Source: an optimization exercise on an open RTL-to-GDS flow (aim: small area, a short achievable clock period and few clock cycles per item). Production flows keep margins and buffers that such runs may drop.
Function was checked by simulation only, so behaviour that the tests miss may differ from the original.
Power figures rest on the tool's default switching activity, not on a simulated workload.

==> flow/design.v <==
`default_nettype none
package lfupr_pkg;
	localparam int ENTRIES   = 31;
	localparam int RANK_W    = 5;    
	localparam int CNT_W     = 4;    
	localparam int OCC_W     = 5;
	localparam int PAGE_BITS = 48;
	localparam int CAP_W     = 6;    
endpackage
`default_nettype wire
`default_nettype none
module lfupr_cell (
	input  wire                              clk,
	input  wire                              arst_n,
	input  wire  [lfupr_pkg::PAGE_BITS-1:0]  req_page,   
	input  wire  [lfupr_pkg::PAGE_BITS-1:0]  wr_page,    
	input  wire  [lfupr_pkg::CNT_W-1:0]      c_min,
	input  wire                              go,         
	input  wire                              tgt,        
	input  wire  [lfupr_pkg::CNT_W-1:0]      c_add,
	input  wire  [lfupr_pkg::RANK_W-1:0]     r_add,
	input  wire                              rm_en,
	input  wire  [lfupr_pkg::CNT_W-1:0]      c_rm,
	input  wire  [lfupr_pkg::RANK_W-1:0]     r_rm,
	output logic                             valid,
	output logic                             match,
	output logic                             vic,
	output logic [lfupr_pkg::PAGE_BITS-1:0]  page,
	output logic [lfupr_pkg::CNT_W-1:0]      cnt,
	output logic [lfupr_pkg::RANK_W-1:0]     rank
);
	logic                            valid_q;
	logic [lfupr_pkg::PAGE_BITS-1:0] page_q;
	logic [lfupr_pkg::CNT_W-1:0]     cnt_q;
	logic [lfupr_pkg::RANK_W-1:0]    rank_q;
	logic                            dec;
	assign valid = valid_q;
	assign page  = page_q;
	assign cnt   = cnt_q;
	assign rank  = rank_q;
	assign match = valid_q && (page_q == req_page);
	assign vic   = valid_q && (cnt_q == c_min) && (rank_q == '0);
	assign dec   = rm_en && (cnt_q == c_rm) && (rank_q > r_rm);
	always_ff @(posedge clk or negedge arst_n) begin
		if (!arst_n) begin
			valid_q <= 1'b0;
		end else if (go && tgt) begin
			valid_q <= 1'b1;
		end
	end
	always_ff @(posedge clk) begin
		if (go) begin
			if (tgt) begin
				cnt_q  <= c_add;
				rank_q <= r_add;
				page_q <= wr_page;   
			end else if (dec) begin
				rank_q <= rank_q - 1'b1;
			end
		end
	end
endmodule
`default_nettype wire
`default_nettype none
module lfu_page_replacement_unit (
	input  wire         clk,
	input  wire         arst_n,
	input  wire         s_tvalid,
	output logic        s_tready,
	input  wire  [47:0] s_tdata,    
	input  wire  [0:0]  s_tuser,    
	output logic        m_tvalid,
	input  wire         m_tready,
	output logic [55:0] m_tdata,    
	input  wire         cfg_valid,
	output logic        cfg_ready,
	input  wire  [6:0]  cfg_data    
);
	localparam int E  = lfupr_pkg::ENTRIES;
	localparam int PB = lfupr_pkg::PAGE_BITS;
	localparam int CW = lfupr_pkg::CNT_W;
	localparam int RW = lfupr_pkg::RANK_W;
	localparam int OW = lfupr_pkg::OCC_W;
	localparam int AW = lfupr_pkg::CAP_W;
	localparam int NL = 1 << CW;
	logic [E-1:0]     valid_v, match_v, vic_v;
	logic [PB-1:0]    page_a [E];
	logic [CW-1:0]    cnt_a  [E];
	logic [RW-1:0]    rank_a [E];
	logic [RW-1:0]    size_q [NL];
	logic [CW-1:0]    c_min_q;
	logic [OW-1:0]    occ_q;
	logic [AW-1:0]    cap_q;
	logic             x_valid_q, x_wr_q;
	logic [PB-1:0]    x_page_q;
	logic [E-1:0]     x_match_q;
	logic             o_valid_q, b_valid_q;
	logic [49:0]      o_data_q, b_data_q, res;
	logic             go, take;
	logic             hit, miss, full, ev, ev_new, ins, stores;
	logic [CW-1:0]    c_old, c_new, c_add, c_rm;
	logic [RW-1:0]    r_old, r_rm, r_add;
	logic             rm_en;
	logic [E-1:0]     free_first, slot_v, tgt_v;
	logic [PB-1:0]    vic_page;
	logic             same_page;
	assign cfg_ready = 1'b1;
	assign go        = x_valid_q && !b_valid_q;
	assign s_tready  = !x_valid_q || !b_valid_q;
	assign take      = s_tvalid && s_tready;
	assign m_tvalid  = o_valid_q;
	assign m_tdata   = {6'd0, o_data_q};
	assign hit    = !x_wr_q && (|x_match_q);
	assign miss   = !x_wr_q && !(|x_match_q);
	assign full   = ({1'b0, occ_q} + 1'b1) >= cap_q;
	assign ev     = miss && full && (occ_q != '0);
	assign ev_new = miss && full && (occ_q == '0);
	assign ins    = miss && !full;
	assign stores = ev || ins;
	always_comb begin
		c_old = '0;
		r_old = '0;
		for (int j = 0; j < E; j++) begin
			c_old |= x_match_q[j] ? cnt_a[j]  : '0;
			r_old |= x_match_q[j] ? rank_a[j] : '0;
		end
	end
	assign c_new = (c_old == CW'(NL - 1)) ? c_old : c_old + 1'b1;
	for (genvar g = 0; g < E; g++) begin : g_free
		if (g == 0) begin : g_0
			assign free_first[g] = !valid_v[g];
		end else begin : g_n
			assign free_first[g] = !valid_v[g] && valid_v[g-1];
		end
	end
	assign slot_v = full ? vic_v : free_first;
	assign tgt_v  = hit ? x_match_q : (stores ? slot_v : '0);
	assign c_add = hit ? c_new : '0;
	assign rm_en = hit || ev;
	assign c_rm  = hit ? c_old : c_min_q;
	assign r_rm  = hit ? r_old : '0;
	assign r_add = size_q[c_add] - RW'(rm_en && (c_add == c_rm));
	always_comb begin
		vic_page = '0;
		for (int j = 0; j < E; j++)
			vic_page |= vic_v[j] ? page_a[j] : '0;
	end
	always_comb begin
		res = '0;
		if (hit)
			res[0] = 1'b1;
		else if (ev || ev_new) begin
			res[1]    = 1'b1;
			res[49:2] = ev_new ? x_page_q : vic_page;
		end
	end
	for (genvar g = 0; g < E; g++) begin : g_cell
		lfupr_cell u_cell (
			.clk     (clk),
			.arst_n  (arst_n),
			.req_page(s_tdata),
			.wr_page (x_page_q),
			.c_min   (c_min_q),
			.go      (go),
			.tgt     (tgt_v[g]),
			.c_add   (c_add),
			.r_add   (r_add),
			.rm_en   (rm_en),
			.c_rm    (c_rm),
			.r_rm    (r_rm),
			.valid   (valid_v[g]),
			.match   (match_v[g]),
			.vic     (vic_v[g]),
			.page    (page_a[g]),
			.cnt     (cnt_a[g]),
			.rank    (rank_a[g])
		);
	end
	assign same_page = (s_tdata == x_page_q);
	always_ff @(posedge clk or negedge arst_n) begin
		if (!arst_n) begin
			x_valid_q <= 1'b0;
			o_valid_q <= 1'b0;
			b_valid_q <= 1'b0;
			occ_q     <= '0;
			c_min_q   <= '0;
			cap_q     <= AW'(32);
			for (int c = 0; c < NL; c++) size_q[c] <= '0;
		end else begin
			if (cfg_valid)
				cap_q <= (cfg_data > 7'd32) ? AW'(32) : AW'(cfg_data);
			if (take)
				x_valid_q <= 1'b1;
			else if (go)
				x_valid_q <= 1'b0;
			if (!o_valid_q || m_tready) begin
				o_valid_q <= b_valid_q || go;
				b_valid_q <= 1'b0;
			end else if (go) begin
				b_valid_q <= 1'b1;
			end
			if (go) begin
				if (ins)
					occ_q <= occ_q + 1'b1;
				if (stores)
					c_min_q <= '0;
				else if (hit && c_old == c_min_q && c_old != CW'(NL - 1) && size_q[c_min_q] == RW'(1))
					c_min_q <= c_min_q + 1'b1;
				for (int c = 0; c < NL; c++) begin
					if (rm_en && CW'(c) == c_rm && !(CW'(c) == c_add))
						size_q[c] <= size_q[c] - 1'b1;
					else if ((hit || stores) && CW'(c) == c_add && !(rm_en && CW'(c) == c_rm))
						size_q[c] <= size_q[c] + 1'b1;
				end
			end
		end
	end
	always_ff @(posedge clk) begin
		if (take) begin
			x_wr_q    <= s_tuser[0];
			x_page_q  <= s_tdata;
			x_match_q <= (match_v & ~((go && stores) ? slot_v : '0))
			           | ((go && stores && same_page) ? slot_v : '0);
		end
		if (!o_valid_q || m_tready)
			o_data_q <= b_valid_q ? b_data_q : res;
		if (go)
			b_data_q <= res;
	end
endmodule
`default_nettype wire
Settings: LEC_CHECK=0, CAP_MARGIN=40, CORE_MARGIN=2, CORE_UTILIZATION=25, PLACE_DENSITY=0.3, SLEW_MARGIN=40; clock period 7.0 ns.
run.sh (not shown) runs the stock make flow with config.mk's settings and CLKGATE_MAP_FILE= SYNTH_SCRIPT=/design/flow/synth_recipe.tcl, a recipe that flattens the netlist after the stock synthesis.
Testbench counts at the start, summed over its fixed seeds: cycles 16,032, items 16,000.
Change:
--- a/flow/design.v
+++ b/flow/design.v
@@ -94,8 +94,8 @@
 	logic             x_valid_q, x_wr_q;
 	logic [PB-1:0]    x_page_q;
 	logic [E-1:0]     x_match_q;
-	logic             o_valid_q, b_valid_q;
-	logic [49:0]      o_data_q, b_data_q, res;
+	logic             o_valid_q;
+	logic [49:0]      o_data_q;
 	logic             go, take;
 	logic             hit, miss, full, ev, ev_new, ins, stores;
 	logic [CW-1:0]    c_old, c_new, c_add, c_rm;
@@ -105,8 +105,8 @@
 	logic [PB-1:0]    vic_page;
 	logic             same_page;
 	assign cfg_ready = 1'b1;
-	assign go        = x_valid_q && !b_valid_q;
-	assign s_tready  = !x_valid_q || !b_valid_q;
+	assign go        = x_valid_q && (!o_valid_q || m_tready);
+	assign s_tready  = !x_valid_q || go;
 	assign take      = s_tvalid && s_tready;
 	assign m_tvalid  = o_valid_q;
 	assign m_tdata   = {6'd0, o_data_q};
@@ -126,11 +126,12 @@
 		end
 	end
 	assign c_new = (c_old == CW'(NL - 1)) ? c_old : c_old + 1'b1;
-	for (genvar g = 0; g < E; g++) begin : g_free
-		if (g == 0) begin : g_0
-			assign free_first[g] = !valid_v[g];
-		end else begin : g_n
-			assign free_first[g] = !valid_v[g] && valid_v[g-1];
+	always_comb begin
+		logic seen;
+		seen = 1'b0;
+		for (int j = 0; j < E; j++) begin
+			free_first[j] = !valid_v[j] && !seen;
+			seen |= !valid_v[j];
 		end
 	end
 	assign slot_v = full ? vic_v : free_first;
@@ -144,15 +145,6 @@
 		vic_page = '0;
 		for (int j = 0; j < E; j++)
 			vic_page |= vic_v[j] ? page_a[j] : '0;
-	end
-	always_comb begin
-		res = '0;
-		if (hit)
-			res[0] = 1'b1;
-		else if (ev || ev_new) begin
-			res[1]    = 1'b1;
-			res[49:2] = ev_new ? x_page_q : vic_page;
-		end
 	end
 	for (genvar g = 0; g < E; g++) begin : g_cell
 		lfupr_cell u_cell (
@@ -181,7 +173,6 @@
 		if (!arst_n) begin
 			x_valid_q <= 1'b0;
 			o_valid_q <= 1'b0;
-			b_valid_q <= 1'b0;
 			occ_q     <= '0;
 			c_min_q   <= '0;
 			cap_q     <= AW'(32);
@@ -193,12 +184,10 @@
 				x_valid_q <= 1'b1;
 			else if (go)
 				x_valid_q <= 1'b0;
-			if (!o_valid_q || m_tready) begin
-				o_valid_q <= b_valid_q || go;
-				b_valid_q <= 1'b0;
-			end else if (go) begin
-				b_valid_q <= 1'b1;
-			end
+			if (go)
+				o_valid_q <= 1'b1;
+			else if (m_tready)
+				o_valid_q <= 1'b0;
 			if (go) begin
 				if (ins)
 					occ_q <= occ_q + 1'b1;
@@ -222,10 +211,15 @@
 			x_match_q <= (match_v & ~((go && stores) ? slot_v : '0))
 			           | ((go && stores && same_page) ? slot_v : '0);
 		end
-		if (!o_valid_q || m_tready)
-			o_data_q <= b_valid_q ? b_data_q : res;
-		if (go)
-			b_data_q <= res;
+		if (go) begin
+			o_data_q <= '0;
+			if (hit)
+				o_data_q[0] <= 1'b1;
+			else if (ev || ev_new) begin
+				o_data_q[1]    <= 1'b1;
+				o_data_q[49:2] <= ev_new ? x_page_q : vic_page;
+			end
+		end
 	end
 endmodule
 `default_nettype wire
Result: Synthesized area went down by a few percent; non-clock buffer count goes down by 13; via count falls by a few percent; power fell by a few percent; utilization is about the same; wire length drops by a few percent; final area is lower by a few percent; final cell count shrinks by a few percent; clock-buffer cell count came out lower by 22; first-iteration DRC count shrinks by roughly a tenth; combinational power shrinks by roughly a tenth; global-route usage goes down by 1.5 points; worst hold slack got worse by 16 ps.
Testbench counts after the change, summed over its fixed seeds: cycles 16,032, items 16,000.

-- what the ideal ports hide --
The flow's constraints put no driver on any port. The routed layouts listed below were extracted and timed again, unchanged, in two steps. Step 1, drivers: a clkbuf_16 drives clk and a buf_2 each remaining input, both assumed. Step 2 times the ports against the registers' clock, not the clock port: input delays grow and output delays shrink by t, the midpoint of the rising clock arrivals with the driver on. a / b / c = no drivers / after step 1 / after step 2; a / b = the first two.
run	t (ns)	slack for setup (ns)	clock arrival spread, ns	worst register clock-pin slew, ns
the first run	1.099	0.320 / 0.320 / 0.320	0.085 / 0.085	0.07 / 0.07
the second run	1.103	0.229 / 0.229 / 0.229	0.092 / 0.091	0.07 / 0.07
After both steps every run listed still meets setup and hold.
